From an optimization exercise on the open Yosys and OpenROAD flow, aimed at a short achievable clock period and few clock cycles per item; shortcuts taken in it are not production practice. The RTL was checked by simulation tests, not by an equivalence proof against the original design. Power is estimated from default activity; no workload was simulated.

$ cat design/flow/design.v
package ex_stage_pkg;
    localparam int XLEN_DEF = 64;
    localparam logic [1:0] ALUOP_ADD   = 2'b00;
    localparam logic [1:0] ALUOP_SUB   = 2'b01;
    localparam logic [1:0] ALUOP_RTYPE = 2'b10;
    localparam logic [1:0] ALUOP_ITYPE = 2'b11;
    typedef enum logic [3:0] {
        ALU_ADD  = 4'b0000,
        ALU_SUB  = 4'b1000,
        ALU_AND  = 4'b0111,
        ALU_OR   = 4'b0110,
        ALU_XOR  = 4'b0100,
        ALU_SLL  = 4'b0001,
        ALU_SRL  = 4'b0101,
        ALU_SRA  = 4'b1101,
        ALU_SLT  = 4'b0010,
        ALU_SLTU = 4'b0011
    } alu_op_e;
    typedef enum logic [1:0] {
        IDLE = 2'b00,
        BUSY = 2'b01,
        DONE = 2'b10
    } mul_state_e;
    typedef struct packed {
        logic branch;
        logic memread;
        logic memtoreg;
        logic memwrite;
        logic regwrite;
    } ctrl_t;
endpackage
module ex_stage_mul_iter #(
    parameter int XLEN  = 64,
    parameter int ITERS = 64
) (
    input  logic            clk,
    input  logic            reset,
    input  logic            i_start,
    input  logic            i_step,
    input  logic [XLEN-1:0] i_a,
    input  logic [XLEN-1:0] i_b,
    output logic            o_done,
    output logic [XLEN-1:0] o_product
);
    localparam int CW = (ITERS > 1) ? $clog2(ITERS) : 1;
    logic [CW-1:0]   r_cnt;
    logic [XLEN-1:0] r_mcand, r_mplier, r_acc;
    always_ff @(posedge clk or posedge reset) begin
        if (reset) begin
            r_cnt    <= '0;
            r_mcand  <= '0;
            r_mplier <= '0;
            r_acc    <= '0;
        end else if (i_start) begin
            r_cnt    <= CW'(ITERS - 1);
            r_mcand  <= i_a;
            r_mplier <= i_b;
            r_acc    <= '0;
        end else if (i_step) begin
            r_acc    <= r_acc + (r_mplier[0] ? r_mcand : '0);
            r_mcand  <= r_mcand << 1;
            r_mplier <= r_mplier >> 1;
            if (r_cnt != '0) r_cnt <= r_cnt - CW'(1);
        end
    end
    assign o_done    = (r_cnt == '0);
    assign o_product = r_acc;
endmodule
module ex_stage
#(
    parameter int XLEN      = ex_stage_pkg::XLEN_DEF,
    parameter int MUL_ITERS = XLEN
) (
    input  logic            clk,
    input  logic            reset,
    input  logic [XLEN-1:0] pc_ex,
    input  logic [XLEN-1:0] rdata1_ex,
    input  logic [XLEN-1:0] rdata2_ex,
    input  logic [XLEN-1:0] imm_ex,
    input  logic [4:0]      rs1_ex,
    input  logic [4:0]      rs2_ex,
    input  logic [4:0]      rd_ex,
    input  logic [3:0]      funct_ex,
    input  logic [1:0]      aluop_ex,
    input  logic            alusrc_ex,
    input  logic            mul_ex,
    input  logic            branch_ex,
    input  logic            memread_ex,
    input  logic            memtoreg_ex,
    input  logic            memwrite_ex,
    input  logic            regwrite_ex,
    input  logic [4:0]      memwb_rd,
    input  logic            memwb_regwrite,
    input  logic [XLEN-1:0] memwb_wdata,
    input  logic            ex_flush,
    output logic [XLEN-1:0] mem_branch_tgt,
    output logic [XLEN-1:0] mem_alu_result,
    output logic [XLEN-1:0] mem_store_data,
    output logic            mem_zero,
    output logic [4:0]      mem_rd,
    output logic            mem_branch,
    output logic            mem_memread,
    output logic            mem_memtoreg,
    output logic            mem_memwrite,
    output logic            mem_regwrite,
    output logic            ex_stall
);
    localparam int SHW = $clog2(XLEN);
    ex_stage_pkg::mul_state_e      r_state, w_state_nxt;
    logic [XLEN-1:0] w_fwd_a, w_fwd_b, w_op_b, w_alu, w_product;
    logic [SHW-1:0]  w_shamt;
    ex_stage_pkg::alu_op_e         w_alu_op;
    ex_stage_pkg::ctrl_t           w_ctrl_ex;
    logic            w_start, w_step, w_stall, w_sel_mul, w_bubble, w_mul_done;
    logic [XLEN-1:0] r_alu_result, r_store_data, r_branch_tgt, r_mul_store;
    logic            r_zero;
    logic [4:0]      r_rd, r_mul_rd;
    ex_stage_pkg::ctrl_t           r_ctrl, r_mul_ctrl;
    assign w_ctrl_ex = {branch_ex, memread_ex, memtoreg_ex, memwrite_ex, regwrite_ex};
    always_comb begin
        w_fwd_a = rdata1_ex;
        if (r_ctrl.regwrite && !r_ctrl.memtoreg && r_rd != 5'd0 && r_rd == rs1_ex)
            w_fwd_a = r_alu_result;
        else if (memwb_regwrite && memwb_rd != 5'd0 && memwb_rd == rs1_ex)
            w_fwd_a = memwb_wdata;
        w_fwd_b = rdata2_ex;
        if (r_ctrl.regwrite && !r_ctrl.memtoreg && r_rd != 5'd0 && r_rd == rs2_ex)
            w_fwd_b = r_alu_result;
        else if (memwb_regwrite && memwb_rd != 5'd0 && memwb_rd == rs2_ex)
            w_fwd_b = memwb_wdata;
    end
    assign w_op_b   = alusrc_ex ? imm_ex : w_fwd_b;
    assign w_shamt  = w_op_b[SHW-1:0];
    logic [3:0] w_funct;
    always_comb begin
        w_funct = funct_ex;
        if (aluop_ex == ex_stage_pkg::ALUOP_ITYPE && funct_ex[2:0] != 3'b101) w_funct = {1'b0, funct_ex[2:0]};
        case (aluop_ex)
            ex_stage_pkg::ALUOP_ADD: w_alu_op = ex_stage_pkg::ALU_ADD;
            ex_stage_pkg::ALUOP_SUB: w_alu_op = ex_stage_pkg::ALU_SUB;
            default: begin
                case (w_funct)
                    4'b1000: w_alu_op = ex_stage_pkg::ALU_SUB;
                    4'b0111: w_alu_op = ex_stage_pkg::ALU_AND;
                    4'b0110: w_alu_op = ex_stage_pkg::ALU_OR;
                    4'b0100: w_alu_op = ex_stage_pkg::ALU_XOR;
                    4'b0001: w_alu_op = ex_stage_pkg::ALU_SLL;
                    4'b0101: w_alu_op = ex_stage_pkg::ALU_SRL;
                    4'b1101: w_alu_op = ex_stage_pkg::ALU_SRA;
                    4'b0010: w_alu_op = ex_stage_pkg::ALU_SLT;
                    4'b0011: w_alu_op = ex_stage_pkg::ALU_SLTU;
                    default: w_alu_op = ex_stage_pkg::ALU_ADD;
                endcase
            end
        endcase
    end
    always_comb begin
        w_alu = '0;
        case (w_alu_op)
            ex_stage_pkg::ALU_ADD:  w_alu = w_fwd_a + w_op_b;
            ex_stage_pkg::ALU_SUB:  w_alu = w_fwd_a - w_op_b;
            ex_stage_pkg::ALU_AND:  w_alu = w_fwd_a & w_op_b;
            ex_stage_pkg::ALU_OR:   w_alu = w_fwd_a | w_op_b;
            ex_stage_pkg::ALU_XOR:  w_alu = w_fwd_a ^ w_op_b;
            ex_stage_pkg::ALU_SLL:  w_alu = w_fwd_a << w_shamt;
            ex_stage_pkg::ALU_SRL:  w_alu = w_fwd_a >> w_shamt;
            ex_stage_pkg::ALU_SRA:  w_alu = XLEN'($signed(w_fwd_a) >>> w_shamt);
            ex_stage_pkg::ALU_SLT:  w_alu = {{(XLEN-1){1'b0}}, $signed(w_fwd_a) < $signed(w_op_b)};
            ex_stage_pkg::ALU_SLTU: w_alu = {{(XLEN-1){1'b0}}, w_fwd_a < w_op_b};
            default:  w_alu = '0;
        endcase
    end
    always_ff @(posedge clk or posedge reset) begin
        if (reset) r_state <= ex_stage_pkg::IDLE;
        else       r_state <= w_state_nxt;
    end
    always_comb begin
        w_state_nxt = r_state;
        case (r_state)
            ex_stage_pkg::IDLE:    if (mul_ex && !ex_flush) w_state_nxt = ex_stage_pkg::BUSY;
            ex_stage_pkg::BUSY:    if (ex_flush) w_state_nxt = ex_stage_pkg::IDLE;
                     else if (w_mul_done) w_state_nxt = ex_stage_pkg::DONE;
            ex_stage_pkg::DONE:    w_state_nxt = ex_stage_pkg::IDLE;
            default: w_state_nxt = ex_stage_pkg::IDLE;
        endcase
    end
    always_comb begin
        w_start   = 1'b0;
        w_step    = 1'b0;
        w_stall   = 1'b0;
        w_sel_mul = 1'b0;
        w_bubble  = ex_flush;
        case (r_state)
            ex_stage_pkg::IDLE: begin
                w_start  = mul_ex && !ex_flush;
                w_stall  = w_start;
                w_bubble = ex_flush || w_start;
            end
            ex_stage_pkg::BUSY: begin
                w_step   = !ex_flush;
                w_stall  = !ex_flush;
                w_bubble = 1'b1;
            end
            ex_stage_pkg::DONE:    w_sel_mul = !ex_flush;
            default: ;
        endcase
    end
    assign ex_stall = w_stall && !reset;
    ex_stage_mul_iter #(.XLEN(XLEN), .ITERS(MUL_ITERS)) u_mul (
        .clk       (clk),
        .reset     (reset),
        .i_start   (w_start),
        .i_step    (w_step),
        .i_a       (w_fwd_a),
        .i_b       (w_fwd_b),
        .o_done    (w_mul_done),
        .o_product (w_product)
    );
    always_ff @(posedge clk or posedge reset) begin
        if (reset) begin
            r_mul_rd    <= '0;
            r_mul_ctrl  <= '0;
            r_mul_store <= '0;
        end else if (w_start) begin
            r_mul_rd    <= rd_ex;
            r_mul_ctrl  <= w_ctrl_ex;
            r_mul_store <= w_fwd_b;
        end
    end
    always_ff @(posedge clk or posedge reset) begin
        if (reset) begin
            r_alu_result <= '0;
            r_store_data <= '0;
            r_branch_tgt <= '0;
            r_zero       <= 1'b0;
            r_rd         <= '0;
            r_ctrl       <= '0;
        end else begin
            r_branch_tgt <= pc_ex + (imm_ex << 1);
            if (w_sel_mul) begin
                r_alu_result <= w_product;
                r_zero       <= (w_product == '0);
                r_rd         <= r_mul_rd;
                r_store_data <= r_mul_store;
                r_ctrl       <= r_mul_ctrl;
            end else begin
                r_alu_result <= w_alu;
                r_zero       <= (w_alu == '0);
                r_rd         <= rd_ex;
                r_store_data <= w_fwd_b;
                r_ctrl       <= w_bubble ? '0 : w_ctrl_ex;
            end
        end
    end
    assign mem_alu_result = r_alu_result;
    assign mem_store_data = r_store_data;
    assign mem_branch_tgt = r_branch_tgt;
    assign mem_zero       = r_zero;
    assign mem_rd         = r_rd;
    assign mem_branch     = r_ctrl.branch;
    assign mem_memread    = r_ctrl.memread;
    assign mem_memtoreg   = r_ctrl.memtoreg;
    assign mem_memwrite   = r_ctrl.memwrite;
    assign mem_regwrite   = r_ctrl.regwrite;
endmodule
$ cat design/flow/config.mk
export PLATFORM = sky130hd
export DESIGN_NAME = ex_stage
export DESIGN_NICKNAME = ex_stage
export VERILOG_FILES = /design/flow/design.v
export SDC_FILE = /design/flow/constraint.sdc
export NUM_CORES = 4
export LEC_CHECK = 0
export CAP_MARGIN = 20
export CORE_MARGIN = 2
export CORE_UTILIZATION = 25
export SETUP_SLACK_MARGIN = 0.3
export SLEW_MARGIN = 20
$ cat design/flow/run.sh
#!/bin/bash
# synth_recipe.tcl (not shown) runs the flow's synth.tcl, then flattens the netlist and writes it again
# the make line also repeats each setting of config.mk as NAME=value (left out here)
make -C /OpenROAD-flow-scripts/flow DESIGN_CONFIG=/design/flow/config.mk WORK_HOME=/design/flow/orfs CLKGATE_MAP_FILE= SYNTH_SCRIPT=/design/flow/synth_recipe.tcl finish
$ cat design/flow/constraint.sdc
create_clock -name core_clock -period 9.0 [get_ports {clk}]
set_input_delay 1.8000 -clock core_clock [delete_from_list [all_inputs] [get_ports {clk}]]
set_output_delay 1.8000 -clock core_clock [all_outputs]
set_load 0.01 [all_outputs]
==> run_results.csv <==
group,metric,value,unit
worst_setup_path,critical_path.max_stage_delay,560,ps
worst_setup_path,crit_fanout,9,
flow_run,timing.max_cap.violations,0,
synth,synth_top_family_by_area,"compound AO/OA/AOI/OAI gates",
synth,synth_top_area_share,23.5,%
clocking,cts.clk_slew.worst_paths,70,ps
synth,synthDistinctLibCells,115,
global_route,grt_pass1_wl,598000,um
worst_setup_path,worst-setup-path-type,"input pin to flop",
detailed_routing,dr_total_vias,69800,
worst_hold_path,hp-class,"flop to flop",
global_route,grt_overflow_total,0,
worst_setup_path,cp_slowest_cell,"or4_4",
clocking,clock-sinks,477,
placed_design,pre_cts_ws,-661,ps
clocking,cts.path.max_buffers,3,
synth,netlist_top_cells_count,"1213 x nand2_1, 687 x nor2_1, 522 x a21oi_1",
detailed_routing,dr.pass1.iters,10,
synth,synth.area.mux_share,4.05,%
worst_setup_path,arrival,9240,ps
cells_and_area,fin_nets,9229,
worst_setup_path,cp.required,9630,ps
clocking,h-tree-depth,2,
clocking,postCtsSetupBuffers,0,
global_route,grt_max_degree,126,
worst_setup_path,cp-start-kind,"input pin",
floorplanning,die-area,207000,um^2
detailed_routing,wl,462000,um
worst_hold_path,worst_hold_path.endpoint,"r_rd[0]$_DFF_PP0_",
timing,fmax,116,MHz
timing,rsz0062_at_grt,"false",
pwr,switching_share,48.3,%
global_route,grt_pass1_vias,65500,
synth,synthCells,7052,
timing,whs,463,ps
worst_setup_path,r2r-end,"r_zero$_DFF_PP0_",
timing,min_period_over_period,95.7,%
outcome,outcome,"timing/DRC/antenna clean",
synth,yosysSeqAreaShare,23.5,%
worst_setup_path,worstRegToRegCells,27,
floorplanning,die_y,455,um
timing,worst-slew-pin-transition,1330,ps
worst_setup_path,cp-end-kind,"flop",
synth,synth-xor-area-share,2.48,%
synth,synth-compound-area-share,30.6,%
synth,yosys.area.top_type,"dfrtp_1",
pwr,power.switching,6670,uW
synth,yosys.area_share.simple,25.2,%
synth,ys_async_sr_fraction,100,%
pwr,finalPower,13800,uW
timing,slew_viol_final,0,
detailed_routing,viasPerCell,6.18,
cells_and_area,drive_gt1_share,20.2,%
synth,synthTopCellsByArea,"dfrtp_1 23%, nand2_1 9.0%, ha_1 8.0%, a21oi_1 5.1%, nor2_1 5.1%",
cells_and_area,syn_to_final_growth,40.9,%
synth,syn_area,50900,um^2
synth,postSynthAreaPerCell,7.21,um^2
pwr,power_frac_comb,56.7,%
detailed_routing,wire_per_inst,40.9,um
worst_hold_path,hold_path_startpoint,"r_mul_rd[0]$_DFFE_PP0P_",
timing,clock_skew,68.1,ps
pwr,pwr-share-seq,24.7,%
detailed_routing,drt_iter0_drc,10100,
synth,yosysMostFrequentCell,"nand2_1",
pwr,cell_internal_pwr,7130,uW
synth,synth_fa_ha_area_share,8.15,%
worst_setup_path,timing.rr.start,"r_rd[2]$_DFF_PP0_",
worst_setup_path,r2r_slack,1430,ps
cells_and_area,regArea,11900,um^2
timing,finalSetupTns,0,ps
timing,setup_slack,391,ps
clocking,cts_hold_buf,0,
floorplanning,io_pins,561,
floorplanning,start_util,25.1,%
placed_design,port-buffer-count,560,
detailed_routing,ant_nets,0,
clocking,cts_tree,"yes",
worst_setup_path,crit_path_frequent_cell,"buf_4",
global_route,grt_use_total,42.6,%
synth,synth_seq_cells,477,
timing,finalHoldViolations,0,
clocking,cts-buffers-inserted,57,
floorplanning,rows,165,
timing,min_period,8610,ps
pwr,clkPwrFrac,18.6,%
pwr,p_leak,0.0317,uW
pwr,vdd_drop_max,0.195,mV
clocking,cts-root-buf,"clkbuf_16",
synth,synth_ff_type,"dfrtp_1",
worst_hold_path,worstHoldPathCells,2,
cells_and_area,multi_input_area,36500,um^2
floorplanning,die_w,455,um
clocking,clk_latency,770,ps
detailed_routing,drc,0,
placed_design,gp_congestion,1.08,
cells_and_area,nFillCells,21600,
synth,synth_edf_count,0,
pwr,cellPowerDensity,193,nW/um^2
timing,relSlewSlack,11.6,%
synth,yosysWarnings,2,
global_route,grt_antenna_before_repair,73,
placed_design,place_hpwl,374000,um
floorplanning,fp.coreArea,202000,um^2
synth,synth_nets,7738,
timing,setup_viol,0,
-- critical path: cells and delay by family --
family          cells  cell delay [ps]
compound gates     10             2530
fa+ha+maj           1              370
buf+inv             8             1750
simple gates       10             2770
-- cells in the final DEF, fill, tap and decap left out, types with 58 or more instances in the layout --
cell	instances
a211oi_1	81
a21o_1	117
a21oi_1	505
a221oi_1	62
a22o_1	66
a31oi_1	244
and2_1	93
buf_12	82
buf_4	1292
clkbuf_16	58
clkdlybuf4s50_1	559
dfrtp_1	477
ha_1	325
inv_1	212
mux2i_1	119
nand2_1	1209
nand3_1	312
nand4_1	69
nor2_1	673
nor3_1	181
o211ai_1	107
o21ai_0	401
o21ai_1	62
o22ai_1	59
xnor2_1	99
-- area by class of cell --
class,count,area share (%)
clock inverters,35,0.592
well taps,2672,4.66
flip-flops and latches,477,16.7
multi-input cells,5844,50.9
repair buffers,1938,23.7
clock buffers,71,2.20
inverters,225,1.19
diodes,33,0.115
-- routing by layer --
metal	global-route usage, %	wire, um
met3	14.1	50800
met4	30.6	40300
met1	52.6	180000
met5	0	453
met2	61.7	190000
-- registers in the layout, indices dropped and copies added (netlist names) --
signal and flops:
r_mul_ctrl 5, r_ctrl 5, r_mul_rd 5, u_mul.r_mplier 64
u_mul.r_acc 64, r_state 2, u_mul.r_mcand 64, r_mul_store 64
u_mul.r_cnt 6, r_alu_result 64, r_zero 1, r_store_data 64
r_rd 5, r_branch_tgt 64
-- how the worst max path moves through the flow --
stage | startpoint | endpoint | slack [ps] | cells past startpoint
after floorplan | memwb_rd[0] | r_zero$_DFF_PP0_ | 590 | 28
final | memwb_rd[2] | r_zero$_DFF_PP0_ | 390 | 29
after CTS | memwb_rd[4] | r_zero$_DFF_PP0_ | 320 | 29
after global routing | memwb_rd[4] | r_zero$_DFF_PP0_ | 310 | 30
after global placement | memwb_rd[4] | r_zero$_DFF_PP0_ | -750 | 34
after detailed placement | memwb_rd[4] | r_zero$_DFF_PP0_ | -660 | 29
-- logic make-up (layout without fill, tap and decap cells) --
group | after synthesis | in the layout
buffers and inverters | 731 | 2269
multiplexers | 170 | 170
other | 0 | 33
AO/OA/AOI/OAI | 2326 | 2326
adder cells (fa/ha/maj) | 329 | 329
flip-flops | 477 | 477
AND/OR/NAND/NOR | 2875 | 2875
XOR/XNOR | 144 | 144
-- repair_timing --
item,in CTS,in global routing
pin swaps,0,5
resized for setup,6,45
endpoints found under the hold margin,0,0
endpoints found under the setup margin,2,3
-- per-stage QoR --
step	util (%)	cells	area [um^2]
CTS	35.3	11300	71400
finish	35.4	11300	71700
detailed placement	34.3	11200	69400
global placement	34.3	11200	69300
global route	35.4	11300	71600
floorplan	-	7052	50900
-- power by group through the flow --
stage                     clock [uW]  combinational [uW]  sequential (uW)
final                           2570                7830             3410
after floorplan                    0                3670             3020
after CTS                       2590                7540             3340
after global placement             0                7470             3370
after detailed placement           0                7500             3380
after global routing            2660                8140             3400
Testbench counts, summed over its fixed seeds: cycles 114,230, items 16,000.

## re-timing with driven ports
In the flow no input, the clock included, has a driving cell. The finished layout below was timed again as built, in two steps. Step 1, drivers: a clkbuf_16 drives clk and a buf_2 each remaining input, both assumed. Step 2, shift: input delay + t, output delay - t, t = (earliest + latest rising clock arrival at the registers) / 2. This alone moves slack from input paths to output paths. Slacks: ideal ports / drivers / drivers and shift; pairs: ideal ports / drivers.
t (ns): 0.807
setup slack, ns: 0.391 / 0.451 / -0.356
hold WS [ns]: 0.463 / 0.463 / 0.463
With both steps, setup timing fails in this run, where it was met with ideal ports. For this run, drivers alone change the setup slack by +0.060 ns; drivers and shift together by -0.747 ns.
